Source: an optimization exercise on an open RTL-to-GDS flow (aim: small area, a short achievable clock period and few clock cycles). Production flows keep margins and buffers that such runs may drop.
Where RTL was checked, it was by simulation tests only, not by an equivalence proof against the original.
No activity file was given, so power comes from the tool's default toggle rates.

==> flow/design.v <==
package pix_pkg;
	localparam int PIXEL_BITS = 8;
	localparam int LANES      = 4;                   
	typedef logic [PIXEL_BITS-1:0]       pixel_t;
	typedef logic [LANES*PIXEL_BITS-1:0] beat_t;    
	localparam int LINE_BEATS   = 4;                 
	localparam int STORED_LINES = 4;                 
	typedef logic [1:0] col_t;                       
	typedef logic [2:0] row_cnt_t;                   
endpackage
package filt_pkg;
	typedef logic [1:0] rot_t;
	typedef logic [7:0] coeff_t;
	localparam coeff_t H_EDGE   = 8'd6;
	localparam coeff_t H_NEAR   = 8'd58;
	localparam coeff_t H_CENTER = 8'd128;
	typedef logic [15:0] prod_t;                     
	typedef logic [17:0] sum_t;                      
	localparam sum_t ROUND_BIAS  = 18'd128;
	localparam int   ROUND_SHIFT = 8;
endpackage
`timescale 1ns/1ps
module y_filter_top
(
	input  logic  clock,
	input  logic  reset,
	input  logic  in_valid,
	output logic  in_ready,
	input  pix_pkg::beat_t in_data,
	input  logic  in_first,
	output logic  out_valid,
	input  logic  out_ready,
	output pix_pkg::beat_t out_data
);
	localparam int LANES = pix_pkg::LANES;
	localparam int PB    = pix_pkg::PIXEL_BITS;
	localparam int LB    = pix_pkg::LINE_BEATS;
	localparam int DEPTH = LB * pix_pkg::STORED_LINES;
	logic           adv;                                 
	logic           accept;
	pix_pkg::beat_t sr [DEPTH];                          
	logic [9:0]     g2 [LANES];                          
	logic [11:0]    g3 [LANES];                          
	logic [9:0]     u [LANES];
	logic [6:0]     w [LANES];
	logic           uw_valid;
	pix_pkg::col_t  col;
	logic [2:0]     row;
	logic           s_valid;
	pix_pkg::beat_t s_data;
	pix_pkg::beat_t res;
	assign in_ready = adv;
	assign accept   = adv && in_valid;
	pix_pkg::col_t eff_col;
	logic [2:0]    eff_row;
	assign eff_col = in_first ? pix_pkg::col_t'(0) : col;
	assign eff_row = in_first ? 3'd0 : row;
	always_ff @(posedge clock) begin
		if (reset) begin
			col <= '0;
			row <= '0;
		end else if (accept) begin
			col <= eff_col + pix_pkg::col_t'(1);
			if (eff_col == pix_pkg::col_t'(LB - 1) && !eff_row[2]) begin
				row <= eff_row + 3'd1;
			end else begin
				row <= eff_row;
			end
		end
	end
	always_ff @(posedge clock) begin
		if (reset) begin
			uw_valid <= 1'b0;
		end else if (adv) begin
			uw_valid <= in_valid && eff_row[2];          
		end
	end
	always_ff @(posedge clock) begin
		if (accept) begin
			sr[0] <= in_data;
			for (int k = 1; k < DEPTH; k++) begin
				sr[k] <= sr[k-1];
			end
			for (int l = 0; l < LANES; l++) begin
				logic [11:0] t;
				g2[l] <= 10'(sr[13][l*PB +: PB]) - 10'(sr[9][l*PB +: PB])
				       - 10'(sr[1][l*PB +: PB]);
				g3[l] <= {g2[l][9], g2[l], 1'b0} + {{2{g2[l][9]}}, g2[l]} + 12'd64;
				t      = g3[l] + {3'd0, in_data[l*PB +: PB], 1'b0} + {4'd0, in_data[l*PB +: PB]};
				w[l]  <= t[11:5];
				u[l]  <= 10'(sr[11][l*PB +: PB]) + 10'(sr[3][l*PB +: PB])
				       + {1'b0, sr[7][l*PB +: PB], 1'b0};
			end
		end
	end
	always_comb begin
		for (int l = 0; l < LANES; l++) begin
			logic [9:0] acc;
			acc = u[l] + {{3{w[l][6]}}, w[l]};
			res[l*PB +: PB] = acc[9:2];
		end
	end
	always_ff @(posedge clock) begin
		if (reset) begin
			out_valid <= 1'b0;
			s_valid   <= 1'b0;
			adv       <= 1'b1;
		end else if (s_valid) begin
			if (out_ready) begin
				s_valid <= 1'b0;
				adv     <= 1'b1;
			end
		end else if (!out_valid || out_ready) begin
			out_valid <= uw_valid;
		end else if (uw_valid) begin
			s_valid <= 1'b1;
			adv     <= 1'b0;
		end
	end
	always_ff @(posedge clock) begin
		if (!out_valid || out_ready) begin
			out_data <= s_valid ? s_data : res;
		end
		if (adv) begin
			s_data <= res;
		end
	end
endmodule
export LEC_CHECK = 0
export CAP_MARGIN = 20
export CORE_MARGIN = 2
export CORE_UTILIZATION = 40
export SETUP_SLACK_MARGIN = 3.1
export SLEW_MARGIN = 20
create_clock -name core_clock -period 5.5 [get_ports {clock}]
run.sh (not shown) runs the stock make flow with config.mk's settings and CLKGATE_MAP_FILE= SYNTH_SCRIPT=/design/flow/synth_recipe.tcl, a recipe that flattens the netlist after the stock synthesis.
Next try:
- SETUP_SLACK_MARGIN: 3.1 -> 2.6
After rerunning:
- clock power goes up by about 9%
- worst setup slack degrades by 0.10 ns
- worst hold slack is about the same
- core utilization goes down by 2.4 points
- sequential power hardly moves
- power goes down by 4.7%
- count of clock-buffer cells in the layout goes up by 6
- design area goes down by 4.7%
- clock skew is about the same
- fmax goes down by 3.5%
No functional check of the RTL was part of any run of this note.

---

## blue
Another version of the RTL of y_filter_top (not shown whole).
Size in the first run: roughly 1900 cells after synthesis, roughly 680 flip-flops, about 71 I/O pins, about 0.030 mm2 of cells after synthesis.
Settings: LEC_CHECK=0, CAP_MARGIN=20, CORE_MARGIN=2, CORE_UTILIZATION=40, SETUP_SLACK_MARGIN=2.9, SLEW_MARGIN=20; clock period 5.5 ns.
Testbench counts of blue, summed over its fixed seeds: cycles 3,088.
Input changes introduced in red (baseline for comparison: blue):
Settings: putting CTS_BUF_LIST at sky130_fd_sc_hd__clkbuf_8 where nothing was set.
[summary]
Diff red and blue: average vias per placed instance higher in blue
Compared with blue, red shows a lower utilization.
From blue to red the numbers moved as follows: pin count of the biggest net entering global routing held steady, final area shrank by 630 um2, fraction of power spent switching nets grew by 1.4 points.
Between red and blue, fraction of area in registers is lower for blue, red comes in above that.
Compared red against blue; total global-route track usage within noise.
Final worst setup slack for red: 13 ps up relative to blue
Worst-path cell with the longest stage delay = sky130_fd_sc_hd__fa_1: blue; worst-path cell with the longest stage delay = sky130_fd_sc_hd__fa_2: red
Against blue, red comes in about 6% lower on total power.
The flow did not stop early for red: all stages ran, and the layout cleared the timing, design-rule and antenna checks.
Any difference in count of H-tree levels built during CTS between blue and red is small enough to ignore.

---

== run A ==
y_filter_top, a different RTL version from the one above (not shown whole).
Size in the first run: about 2,000 cells after synthesis, about 630 flip-flops, ~71 I/O pins, roughly 29,000 µm² of cells after synthesis.
Design y_filter_top, start of the top module:
module y_filter_top
(
	input  logic  clock,
	input  logic  reset,
	input  logic  in_valid,
	output logic  in_ready,
	input  pix_pkg::beat_t in_data,
	input  logic  in_first,
	output logic  out_valid,
	input  logic  out_ready,
	output pix_pkg::beat_t out_data
);
clock: 5.5 ns
lec_check: 0
abc_area: 1
cap_margin: 20
core_margin: 2
core_utilization: 70
cts_buf_list: sky130_fd_sc_hd__clkbuf_8
setup_slack_margin: 2.9
slew_margin: 20
Looking at the reports, run A completed the entire flow and the layout it produced met the timing, design-rule and antenna checks.
Testbench counts of run A, summed over its fixed seeds: cycles 3,080.
Inputs modified between run A and run B:
--- a/flow/config.mk
+++ b/flow/config.mk
@@ -10,3 +10,3 @@
 export CORE_MARGIN = 2
-export CORE_UTILIZATION = 70
+export CORE_UTILIZATION = 55
 export CTS_BUF_LIST = sky130_fd_sc_hd__clkbuf_8
## What came out
Run B: relative contribution of combinational cells to total power 0.2 points above run A. Per the comparison of run B with run A, number of buffers added by the clock tree synthesis step +3; total power consumption of the routed design moved down; shortest clock period the worst path allows after layout decreased 0.023 ns.
Modified inputs, run C compared to run B
==> flow/flow/run.sh (new file) <==
#!/bin/bash
# The standard layout, except that clock tree synthesis adds no dummy loads
# (same clustering and buffer as config.mk asks for). The make output goes to
# standard_make.log here; each ORFS step also keeps its own log under orfs/logs.
set -euo pipefail
export CTS_ARGS="-sink_clustering_enable -repair_clock_nets -dont_use_dummy_load -sink_clustering_size 18 -sink_clustering_max_diameter 50 -buf_list sky130_fd_sc_hd__clkbuf_8"
bash standard.sh finish > standard_make.log 2>&1
==> flow/standard.sh (new file) <==
#!/bin/bash
# synth_recipe.tcl (not shown) runs the flow's synth.tcl, then flattens the netlist and writes it again
# the make line also repeats each setting of config.mk as NAME=value (left out here)
make -C /OpenROAD-flow-scripts/flow DESIGN_CONFIG=/design/flow/config.mk WORK_HOME=/design/flow/orfs CLKGATE_MAP_FILE= SYNTH_SCRIPT=/design/flow/synth_recipe.tcl "${@:-finish}"
--- a/flow/config.mk
+++ b/flow/config.mk
@@ -12,2 +12,4 @@
 export CTS_BUF_LIST = sky130_fd_sc_hd__clkbuf_8
+export CTS_CLUSTER_DIAMETER = 50
+export CTS_CLUSTER_SIZE = 18
 export SETUP_SLACK_MARGIN = 2.9
removed: flow/run.sh
Findings:
Run C completed every stage of the flow, and the final layout passed the timing, design-rule and antenna checks. [compare] base=run B new=run C: vias after detailed routing fell 1.9%, global-route usage fell 0.30 points. Min buffer share of cell area across run C and run B: run B. Compared with run B, in run C area added between synthesis and finish fell 3.2 points, number of storage elements in the synthesis netlist about even, proportion of power drawn by combinational gates rose 2.6 points, number of buffers created by CTS fell about 40%.
> inputs changed (run C -> run D)
==> flow/run.sh (new file) <==
#!/bin/bash
# synth_recipe.tcl (not shown) runs the flow's synth.tcl, then flattens the netlist and writes it again
# the make line also repeats each setting of config.mk as NAME=value (left out here)
make -C /OpenROAD-flow-scripts/flow DESIGN_CONFIG=/design/flow/config.mk WORK_HOME=/design/flow/orfs CLKGATE_MAP_FILE= SYNTH_SCRIPT=/design/flow/synth_recipe.tcl finish
--- a/flow/config.mk
+++ b/flow/config.mk
@@ -10,6 +10,4 @@
 export CORE_MARGIN = 2
-export CORE_UTILIZATION = 55
+export CORE_UTILIZATION = 40
 export CTS_BUF_LIST = sky130_fd_sc_hd__clkbuf_8
-export CTS_CLUSTER_DIAMETER = 50
-export CTS_CLUSTER_SIZE = 18
 export SETUP_SLACK_MARGIN = 2.9
removed: flow/flow/run.sh
removed: flow/standard.sh
Notes after the runs:
- Diff run C -> run D: share of power burned in combinational logic went down 3.3 points; basic-gate share of the synthesized area counting and, or, nand and nor cells held; non-clock buffering overhead in the final layout went down 0.24 points.
- The wire length reported by the detailed router of run D was inferior to that of run C.
- Worst-case hold slack delta for run D relative to run C: 0.019 ns higher
- A classification of the worst setup path of input pin to output port is what run D shows, while input pin to flip-flop belongs to run C.
--- input diff run D..run E ---
--- a/flow/config.mk
+++ b/flow/config.mk
@@ -7,3 +7,2 @@
 export LEC_CHECK = 0
-export ABC_AREA = 1
 export CAP_MARGIN = 20
==> results.txt <==
The higher wire length on met3 of run E and run D is in run D. Fmax | run E vs run D | run E slower. Summary of run E over run D: first-pass GRT wire length moved down; final-layout fill cell count moved down; number of hold buffers added after cts level; maximum fanout along the worst path moved up.
Edits applied to the flow inputs when going from run E to run F:
--- a/flow/config.mk
+++ b/flow/config.mk
@@ -7,6 +7,9 @@
 export LEC_CHECK = 0
+export ABC_AREA = 1
 export CAP_MARGIN = 20
 export CORE_MARGIN = 2
-export CORE_UTILIZATION = 40
+export CORE_UTILIZATION = 55
 export CTS_BUF_LIST = sky130_fd_sc_hd__clkbuf_8
+export CTS_CLUSTER_DIAMETER = 50
+export CTS_CLUSTER_SIZE = 18
 export SETUP_SLACK_MARGIN = 2.9
Results
- Run F against run E: clock buffer count decreased by about 44% relative to the old numbers; inverter count moved up; xor-xnor portion of the synthesized cell area lost 1.4 points.

## static timing again, ports no longer ideal
How much do the figures lean on ideal ports? The routed layouts below were timed once more, with nothing changed but the port constraints. Step 1 assumes that a clkbuf_16 drives the clock port and a buf_2 every other input. Step 2, shift: input delay + t, output delay - t, t = (earliest + latest rising clock arrival at the registers) / 2. This alone moves slack from input paths to output paths. Three values: ideal ports, drivers, drivers and shift; two values: the first two.
run | t, ns | setup slack, ns | worst setup path at the end
the first run of note 1 | 0.665 | 2.643 / 2.643 / 2.124 | input to register
the second run of note 1 | 0.657 | 2.541 / 2.541 / 1.966 | input to register
blue | 0.649 | 2.903 / 2.903 / 2.274 | input to register
red | 0.756 | 2.916 / 2.915 / 2.214 | input to register
run A | 0.701 | 2.838 / 2.863 / 2.162 | input to register
run B | 0.715 | 2.861 / 2.888 / 2.173 | input to register
run C | 0.720 | 2.832 / 2.865 / 2.146 | input to register
run D | 0.724 | 2.771 / 2.746 / 2.148 | input to register
run E | 0.728 | 2.459 / 2.459 / 2.022 | input to register
run F | 0.738 | 2.827 / 2.803 / 2.177 | input to register
After both steps every run listed still meets setup and hold. For red, which loses most, drivers alone change the setup slack by -0.001 ns; drivers and shift together by -0.702 ns.
